Background: an optimization exercise with open tools, aiming at small area. Do not read the settings as production practice.
The RTL was checked by simulation tests, not by an equivalence proof against the original design.
Power figures rest on the tool's default switching activity, not on a simulated workload.

==> config.mk <==
export PLATFORM = sky130hd
export DESIGN_NAME = rv_alu_top
export DESIGN_NICKNAME = rv_alu_top
export VERILOG_FILES = /design/flow/design.v
export SDC_FILE = /design/flow/constraint.sdc
export NUM_CORES = 4
export LEC_CHECK = 0
export CAP_MARGIN = 20
export CORE_MARGIN = 2
export CORE_UTILIZATION = 40
export SLEW_MARGIN = 20
==> design.v <==
`timescale 1ns/1ns
`default_nettype none
package rv_alu_pkg;
    typedef enum logic [3:0] {
        fn_add  = 4'd0,
        fn_sub  = 4'd1,
        fn_sll  = 4'd2,
        fn_slt  = 4'd3,
        fn_sltu = 4'd4,
        fn_xor  = 4'd5,
        fn_srl  = 4'd6,
        fn_sra  = 4'd7,
        fn_or   = 4'd8,
        fn_and  = 4'd9
    } alu_fn_e;
    typedef struct packed {
        alu_fn_e              fn;
        logic [32-1:0]  op_a;      
        logic [32-1:0]  op_b;      
        logic                 illegal;
        logic                 valid;
    } alu_op_t;
    typedef struct packed {
        logic [32-1:0]  value;
        logic                 illegal;
        logic                 valid;
    } alu_res_t;
    typedef enum logic [2:0] {
        reg_rs1    = 3'd0,   
        reg_rs2    = 3'd1,   
        reg_instr  = 3'd2,   
        reg_result = 3'd3,   
        reg_status = 3'd4    
    } alu_reg_e;
endpackage
`default_nettype wire
`timescale 1ns/1ns
`default_nettype none
module rv_alu_decode (
    input  logic                clk,
    input  logic                arst_n,
    input  logic [32-1:0] instr,
    input  logic [32-1:0] rs1,
    input  logic [32-1:0] rs2,
    input  logic                issue,    
    output rv_alu_pkg::alu_op_t             op
);
    logic [6:0]          opcode;
    logic [2:0]          funct3;
    logic [6:0]          funct7;
    logic [32-1:0] imm_i;      
    rv_alu_pkg::alu_fn_e             fn_d;
    logic [32-1:0] op_b_d;
    logic                illegal_d;
    rv_alu_pkg::alu_fn_e             fn_q;
    logic [32-1:0] op_a_q;
    logic [32-1:0] op_b_q;
    logic                illegal_q;
    logic                valid_q;
    assign opcode = instr[6:0];
    assign funct3 = instr[14:12];
    assign funct7 = instr[31:25];        
    assign imm_i  = {{(32-12){instr[31]}}, instr[31:20]};
    always_comb begin
        fn_d      = rv_alu_pkg::fn_add;                 
        op_b_d    = rs2;
        illegal_d = 1'b0;
        case (opcode)
            7'b0110011: begin
                case (funct3)
                    3'b000: fn_d = (funct7 == 7'b0100000) ? rv_alu_pkg::fn_sub : rv_alu_pkg::fn_add;
                    3'b001:     fn_d = rv_alu_pkg::fn_sll;
                    3'b010:     fn_d = rv_alu_pkg::fn_slt;
                    3'b011:    fn_d = rv_alu_pkg::fn_sltu;
                    3'b100:     fn_d = rv_alu_pkg::fn_xor;
                    3'b101: fn_d = (funct7 == 7'b0100000) ? rv_alu_pkg::fn_sra : rv_alu_pkg::fn_srl;
                    3'b110:      fn_d = rv_alu_pkg::fn_or;
                    default:        fn_d = rv_alu_pkg::fn_and;
                endcase
                if (funct7 == 7'b0100000) begin
                    illegal_d = (funct3 != 3'b000) && (funct3 != 3'b101);
                end else if (funct7 != 7'b0000000) begin
                    illegal_d = 1'b1;               
                end
            end
            7'b0010011: begin
                op_b_d = imm_i;                     
                case (funct3)
                    3'b000: fn_d = rv_alu_pkg::fn_add;       
                    3'b001: begin
                        fn_d      = rv_alu_pkg::fn_sll;
                        illegal_d = (funct7 != 7'b0000000);
                    end
                    3'b010:     fn_d = rv_alu_pkg::fn_slt;
                    3'b011:    fn_d = rv_alu_pkg::fn_sltu;
                    3'b100:     fn_d = rv_alu_pkg::fn_xor;
                    3'b101: begin
                        fn_d      = (funct7 == 7'b0100000) ? rv_alu_pkg::fn_sra : rv_alu_pkg::fn_srl;
                        illegal_d = (funct7 != 7'b0000000) && (funct7 != 7'b0100000);
                    end
                    3'b110:      fn_d = rv_alu_pkg::fn_or;
                    default:        fn_d = rv_alu_pkg::fn_and;
                endcase
            end
            default: illegal_d = 1'b1;          
        endcase
    end
    always_ff @(posedge clk) begin
        if (issue) begin
            fn_q   <= fn_d;
            op_a_q <= rs1;
            op_b_q <= op_b_d;
        end
    end
    always_ff @(posedge clk or negedge arst_n) begin
        if (!arst_n) begin
            valid_q   <= 1'b0;
            illegal_q <= 1'b0;
        end else begin
            valid_q   <= issue;
            illegal_q <= issue && illegal_d;
        end
    end
    assign op.fn = fn_q;
    assign op.op_a = op_a_q;
    assign op.op_b = op_b_q;
    assign op.illegal = illegal_q;
    assign op.valid = valid_q;
endmodule
`default_nettype wire
`timescale 1ns/1ns
`default_nettype none
module rv_alu_execute (
    input  logic     clk,
    input  logic     arst_n,
    input  rv_alu_pkg::alu_op_t  op,
    output rv_alu_pkg::alu_res_t res
);
    logic [4:0]          shamt;        
    logic [32-1:0] alu_val;
    logic [32-1:0] value_q;
    logic                illegal_q;
    logic                valid_q;
    assign shamt = op.op_b[4:0];
    always_comb begin
        case (op.fn)
            rv_alu_pkg::fn_add:  alu_val = op.op_a + op.op_b;
            rv_alu_pkg::fn_sub:  alu_val = op.op_a - op.op_b;
            rv_alu_pkg::fn_sll:  alu_val = op.op_a << shamt;            
            rv_alu_pkg::fn_slt:  alu_val = ($signed(op.op_a) < $signed(op.op_b)) ? 32'd1 : 32'd0;
            rv_alu_pkg::fn_sltu: alu_val = (op.op_a < op.op_b) ? 32'd1 : 32'd0;
            rv_alu_pkg::fn_xor:  alu_val = op.op_a ^ op.op_b;
            rv_alu_pkg::fn_srl:  alu_val = op.op_a >> shamt;
            rv_alu_pkg::fn_sra:  alu_val = $unsigned($signed(op.op_a) >>> shamt);   
            rv_alu_pkg::fn_or:   alu_val = op.op_a | op.op_b;
            rv_alu_pkg::fn_and:  alu_val = op.op_a & op.op_b;
            default: alu_val = '0;                          
        endcase
    end
    always_ff @(posedge clk) begin
        if (op.valid) begin
            value_q <= op.illegal ? '0 : alu_val;           
        end
    end
    always_ff @(posedge clk or negedge arst_n) begin
        if (!arst_n) begin
            valid_q   <= 1'b0;
            illegal_q <= 1'b0;
        end else begin
            valid_q   <= op.valid;
            illegal_q <= op.valid && op.illegal;
        end
    end
    assign res.value = value_q;
    assign res.illegal = illegal_q;
    assign res.valid = valid_q;
endmodule
`default_nettype wire
`timescale 1ns/1ns
`default_nettype none
module rv_alu_result (
    input  logic                clk,
    input  logic                arst_n,
    input  rv_alu_pkg::alu_res_t            res,
    output logic [32-1:0] result_value,    
    output logic                illegal_flag,    
    output logic [15:0]         done_count       
);
    always_ff @(posedge clk or negedge arst_n) begin
        if (!arst_n) begin
            result_value <= '0;
            illegal_flag <= 1'b0;
            done_count   <= '0;
        end else if (res.valid) begin
            result_value <= res.value;
            illegal_flag <= illegal_flag | res.illegal;
            done_count   <= done_count + 16'd1;
        end
    end
endmodule
`default_nettype wire
`timescale 1ns/1ns
`default_nettype none
module rv_alu_axil_regs (
    input  logic                   clk,
    input  logic                   arst_n,
    input  logic [5-1:0] awaddr,
    input  logic                   awvalid,
    output logic                   awready,
    input  logic [32-1:0]    wdata,
    input  logic [3:0]             wstrb,
    input  logic                   wvalid,
    output logic                   wready,
    output logic [1:0]             bresp,
    output logic                   bvalid,
    input  logic                   bready,
    input  logic [5-1:0] araddr,
    input  logic                   arvalid,
    output logic                   arready,
    output logic [32-1:0]    rdata,
    output logic [1:0]             rresp,
    output logic                   rvalid,
    input  logic                   rready,
    output logic [32-1:0]    instr,
    output logic [32-1:0]    rs1,
    output logic [32-1:0]    rs2,
    output logic                   issue,
    input  logic [32-1:0]    result_value,
    input  logic                   illegal_flag,
    input  logic [15:0]            done_count
);
    logic                wr_rdy_q;       
    logic                wr_fire;
    logic                wr_en;          
    logic                rd_fire;
    rv_alu_pkg::alu_reg_e            wr_reg;
    rv_alu_pkg::alu_reg_e            rd_reg;
    logic [32-1:0] rd_data;
    assign awready = wr_rdy_q;
    assign wready  = wr_rdy_q;
    assign bresp   = 2'b00;              
    assign rresp   = 2'b00;
    assign wr_fire = awvalid && awready && wvalid && wready;
    assign rd_fire = arvalid && arready;
    assign wr_reg  = rv_alu_pkg::alu_reg_e'(awaddr[4:2]);
    assign rd_reg  = rv_alu_pkg::alu_reg_e'(araddr[4:2]);
    assign wr_en   = wr_fire && (awaddr[1:0] == 2'b00) && (&wstrb);
    always_ff @(posedge clk or negedge arst_n) begin
        if (!arst_n) begin
            wr_rdy_q <= 1'b0;
            bvalid   <= 1'b0;
            arready  <= 1'b0;
            rvalid   <= 1'b0;
            issue    <= 1'b0;
        end else begin
            wr_rdy_q <= awvalid && wvalid && !wr_rdy_q && !bvalid;   
            arready  <= arvalid && !arready && !rvalid;
            issue    <= wr_en && (wr_reg == rv_alu_pkg::reg_instr);
            if (wr_fire) begin
                bvalid <= 1'b1;
            end else if (bready) begin
                bvalid <= 1'b0;
            end
            if (rd_fire) begin
                rvalid <= 1'b1;
            end else if (rready) begin
                rvalid <= 1'b0;
            end
        end
    end
    always_ff @(posedge clk) begin
        if (wr_en) begin
            case (wr_reg)
                rv_alu_pkg::reg_rs1:   rs1   <= wdata;
                rv_alu_pkg::reg_rs2:   rs2   <= wdata;
                rv_alu_pkg::reg_instr: instr <= wdata;    
                default: ;
            endcase
        end
    end
    always_comb begin
        rd_data = '0;                           
        if (araddr[1:0] == 2'b00) begin
            case (rd_reg)
                rv_alu_pkg::reg_rs1:    rd_data = rs1;
                rv_alu_pkg::reg_rs2:    rd_data = rs2;
                rv_alu_pkg::reg_instr:  rd_data = instr;
                rv_alu_pkg::reg_result: rd_data = result_value;
                rv_alu_pkg::reg_status: rd_data = {done_count, 15'd0, illegal_flag};
                default:    rd_data = '0;
            endcase
        end
    end
    always_ff @(posedge clk) begin
        if (rd_fire) begin
            rdata <= rd_data;
        end
    end
endmodule
`default_nettype wire
`timescale 1ns/1ns
`default_nettype none
module rv_alu_top (
    input  logic                   clk,
    input  logic                   arst_n,
    input  logic [5-1:0] awaddr,
    input  logic                   awvalid,
    output logic                   awready,
    input  logic [32-1:0]    wdata,
    input  logic [3:0]             wstrb,
    input  logic                   wvalid,
    output logic                   wready,
    output logic [1:0]             bresp,
    output logic                   bvalid,
    input  logic                   bready,
    input  logic [5-1:0] araddr,
    input  logic                   arvalid,
    output logic                   arready,
    output logic [32-1:0]    rdata,
    output logic [1:0]             rresp,
    output logic                   rvalid,
    input  logic                   rready
);
    logic [32-1:0] instr;
    logic [32-1:0] rs1;
    logic [32-1:0] rs2;
    logic                issue;          
    rv_alu_pkg::alu_op_t             op;             
    rv_alu_pkg::alu_res_t            res;            
    logic [32-1:0] result_value;
    logic                illegal_flag;
    logic [15:0]         done_count;
    rv_alu_axil_regs i_axil_regs (
        .clk, .arst_n,
        .awaddr, .awvalid, .awready,
        .wdata, .wstrb, .wvalid, .wready,
        .bresp, .bvalid, .bready,
        .araddr, .arvalid, .arready,
        .rdata, .rresp, .rvalid, .rready,
        .instr, .rs1, .rs2, .issue,
        .result_value, .illegal_flag, .done_count
    );
    rv_alu_decode i_decode (
        .clk, .arst_n, .instr, .rs1, .rs2, .issue, .op
    );
    rv_alu_execute i_execute (
        .clk, .arst_n, .op, .res
    );
    rv_alu_result i_result (
        .clk, .arst_n, .res, .result_value, .illegal_flag, .done_count
    );
endmodule
`default_nettype wire
==> run.sh <==
#!/bin/bash
# synth_recipe.tcl (not shown) runs the flow's synth.tcl, then flattens the netlist and writes it again
# the make line also repeats each setting of config.mk as NAME=value (left out here)
make -C /OpenROAD-flow-scripts/flow DESIGN_CONFIG=/design/flow/config.mk WORK_HOME=/design/flow/orfs CLKGATE_MAP_FILE= SYNTH_SCRIPT=/design/flow/synth_recipe.tcl finish
==> constraint.sdc <==
create_clock -name core_clock -period 5.0 [get_ports {clk}]
set_input_delay 1.0000 -clock core_clock [delete_from_list [all_inputs] [get_ports {clk}]]
set_output_delay 1.0000 -clock core_clock [all_outputs]
set_load 0.01 [all_outputs]
==> summary.md <==
| Metric | Value |
|---|---|
| Run status | `no timing/DRC/antenna violations` |
| Power Density | `235 nW/um^2` |
| Hold WC Path Type | `flop to flop` |
| Final Skew | `13.9 ps` |
| Setup TNS | `0 ps` |
| RSZ-0062 raised after global routing | `false` |
| Synth cell count leaders | `edfxtp_1 (228), nor2_1 (168), a21oi_1 (166)` |
| Die height | `approximately 220 um` |
| Finished Layout Cells | `2547` |
| Critical-path cell list | `inv_1 -> ha_1 -> nor2_1 -> o21ai_0 -> a221oi_1 -> nor4_1 -> o21ai_0 -> a21oi_1 -> o21ai_0 -> o21ai_0 -> xnor2_1 -> o22ai_1` |
| CP Launch Type | `flop` |
| Synth warn | `4` |
| Final core utilization | `between 40% and 50%` |
| Min Clock Period, post-route | `roughly 4200 ps` |
| Initial antenna violation count | `6` |
| Port Buffer Count | `~90` |
| Hpwl dp | `around 50000 um` |
| Avg WL per Cell | `~27 um` |
| Final Cell Area | `21400 sq um` |
| Vias in the first global route | `roughly 15000` |
| Dpl ws | `between 900 and 1000 ps` |
| Final setup viols | `0` |
| Crit path DAT | `~4600 ps` |
| Post-CTS Resized | `0` |
| Maximum VDD drop | `approximately 0.00029 V` |
| Hold Vio Cnt, Final | `0` |
| Boundary Pins | `94` |
| Crit Path Max Fanout | `10` |
| Max cap viols | `0` |
| Critical path's largest stage delay | `650 ps` |
| Post-DP Area | `20400 sq um` |
| Post-synth top flop | `edfxtp_1` |
| Worst slew margin | `between 20% and 30%` |
| Post-synth EDFFs | `228` |
| Share of cells above drive strength 1 | `about a tenth` |
| Largest net degree at the start of global routing | `89` |
| Unique masters post-synth | `~70` |
| Vias | `~16000` |
| Slew Limit Fails | `0` |
| Initial Utilization | `40.7%` |
| Final RePlAce weighted congestion | `a little under 1` |
| Most frequent cell after synthesis | `edfxtp_1` |
| Syn Area/Cell | `slightly above 10 sq um` |
| CTS root buf | `clkbuf_16` |
| Longest Clk Path Bufs | `3` |
| Synth Register Bits | `286` |
| Design Power | `~5.0 mW` |
| CTS Sinks | `286` |
| Row count | `79` |
| Static leakage | `8.27 nW` |
| Area of the core | `~47000 sq um` |
| Worst slew pin tran | `~1100 ps` |
| Die Span X | `222 um` |
| Global-route wire length before repair | `about 100000 um` |
| Antenna-violating nets left | `0` |
| DR iter-0 viols | `2141` |
| Final worst-path cycle share | `between 80% and 90%` |
| # nets final | `between 2000 and 2500` |
| Placed instance count | `roughly 2500` |
| Initial DRT Pass Iterations | `6` |
| Worst hold margin | `roughly 450 ps` |
| Mapped cell area | `around 19000 sq um` |
| Crit. End Element | `flop` |
| Clock tree from TritonCTS | `yes` |
| Drc violations | `0` |
| Hold buffer count at CTS | `0` |
| Cell taking the most area after synthesis | `edfxtp_1` |
| Fmax | `around 0.24 GHz` |
| Mapped Cells | `between 1500 and 2000` |
| Global route overflow | `0` |
| Slack of the critical path | `around 800 ps` |
| Sequential area share after synthesis | `between 40 and 50%` |
| Num CTS Buffers | `28` |
| Crit-path most repeated cell | `o21ai_0` |
| Total die area | `between 40000 and 50000 sq um` |
| GRT Overall Usage | `between 20% and 30%` |
| WP data required | `between 5000 and 6000 ps` |
| Area Overhead vs Synth | `12.9%` |
| Routed WL | `between 60000 and 70000 um` |
| Post-CTS setup buffers | `0` |
| Clk Latency, worst-skew pair | `approximately 550 ps` |
| Synth area leaders | `edfxtp_1 (36%), dfrtp_1 (7.6%), ha_1 (6.5%), mux4_2 (4.7%), a21oi_1 (4.4%)` |
| Post-synth ARST share | `20.3%` |
| Routed vias/inst | `about 6.3` |
| Post-synth top area share | `between 30% and 40%` |
| Setup Crit Path Kind | `flop to flop` |
| H-tree depth | `1` |
| Critical-path top delay cell | `a221oi_1` |
| Reg clk slew, reported paths | `approximately 60 ps` |
[flip-flops by register name (all words and copies together), names as in the netlist, 4 cells and up]
register	count
i_axil_regs.instr	32
i_axil_regs.rdata	32
i_axil_regs.rs1	32
i_axil_regs.rs2	32
i_decode.op_a_q	32
i_decode.op_b_q	32
i_execute.value_q	32
i_result.result_value	32
i_result.done_count	16
i_decode.fn_q	4
[final timing paths]
kind                                          startpoint                                     to  slack [ps]  cells after the start
setup / recovery            i_decode.op_a_q[8]$_DFFE_PP_    i_execute.value_q[26]$_SDFFCE_PP0P_         780                     12
hold / removal             i_axil_regs.rs1[20]$_DFFE_PP_          i_decode.op_a_q[20]$_DFFE_PP_         450                      0
setup reg to reg            i_decode.op_a_q[8]$_DFFE_PP_    i_execute.value_q[26]$_SDFFCE_PP0P_         780                     12
hold reg to reg            i_axil_regs.rs1[20]$_DFFE_PP_          i_decode.op_a_q[20]$_DFFE_PP_         450                      0
max in group asynchronous                         arst_n   i_result.result_value[2]$_DFFE_PN0P_        3490                      2
min in group asynchronous                         arst_n  i_result.result_value[19]$_DFFE_PN0P_         610                      1
[critical path, delay by kind of cell, from the launching register on]
| family | cells | cell delay (ps) |
|---|---|---|
| AND/OR/NAND/NOR | 2 | 320 |
| buffers and inverters | 1 | 90 |
| XOR/XNOR | 1 | 170 |
| flip-flops | 1 | 630 |
| AO/OA/AOI/OAI | 7 | 2370 |
| adder cells (fa/ha/maj) | 1 | 420 |
[logic make-up (layout without fill, tap and decap cells)]
kind of cell	after synthesis	in the layout	synth area share, %
compound gates	561	561	18.7
simple gates	486	486	11.7
flops	286	286	43.7
buf+inv	236	285	5.01
mux	170	170	11.9
fa+ha+maj	101	101	6.74
xor+xnor	45	45	2.08
other cells	1	6	0.0198
[layout make-up]
type / instances / area (sq um)
clock inverters: 22 / 254
repair buffers: 133 / 1220
multi-input cells: 1367 / 9760
well taps: 607 / 759
flip-flops and latches: 286 / 8300
inverters: 100 / 375
clock buffers: 30 / 739
fillers: 4449 / 25200
diodes: 2 / 5.00
[where the power goes]
part	switching, mW	internal, mW
Clock	0.939	1.33
Combinational	0.0977	0.0923
Sequential	0.00607	2.57
[metal layers]
layer / GRT usage, % / vias to the layer above / wire (um) / share of wire [%]
li1: - / 7041 / - / -
met1: 39.3 / 7997 / 29600 / 43
met2: 42.6 / 894 / 30600 / 44
met3: 4.52 / 133 / 6570 / 9.5
met4: 8.85 / 4 / 2260 / 3.3
met5: 0 / - / 23 / 0.033
[cells in the final DEF, fill, tap and decap left out, types with 6 or more instances in the layout]
master and count:
nand2b_1 10, clkinv_1 6, mux2_2 52, clkdlybuf4s50_1 87, a22oi_1 32, xnor2_1 34, a211oi_1 33, a21oi_1 166
mux2i_1 78, nand2_1 135, nor4_1 6, o21a_1 7, or3_1 10, ha_1 99, a221oi_1 21, clkbuf_16 29
o31ai_1 11, o211ai_1 24, and2_1 24, nor3_1 30, or2_2 6, nor2_1 168, o221ai_1 6, inv_1 97
nor2b_1 30, nand4_1 8, o2111ai_1 6, edfxtp_1 228, xor2_1 11, a31oi_1 21, a21o_1 42, and3_1 13
nand3_1 29, o21ai_0 111, o22ai_1 27, mux4_2 40, dfrtp_1 56, buf_4 43, o21bai_1 16

re-timing with driven ports:
No port has a modelled driver above. Below, the same layout with a new extraction and two added sets of constraints.
Step 1 sets driving cells, clkbuf_16 on the clock port and buf_2 on the other inputs (assumed; they add their load-dependent delay and slew).
Step 2 times the ports against the registers' clock, not the clock port: input delays grow and output delays shrink by t, the midpoint of the rising clock arrivals with the driver on.
a / b / c = no drivers / after step 1 / after step 2; a / b = the first two.
t (ns): 0.596
slack for setup (ns): 0.778 / 0.778 / 0.778
latest minus earliest clock arrival (ns): 0.015 / 0.014
After both steps this run still meets setup and hold. The setup slack of this run moves by 0.000 ns with the drivers and by 0.000 ns with both steps.
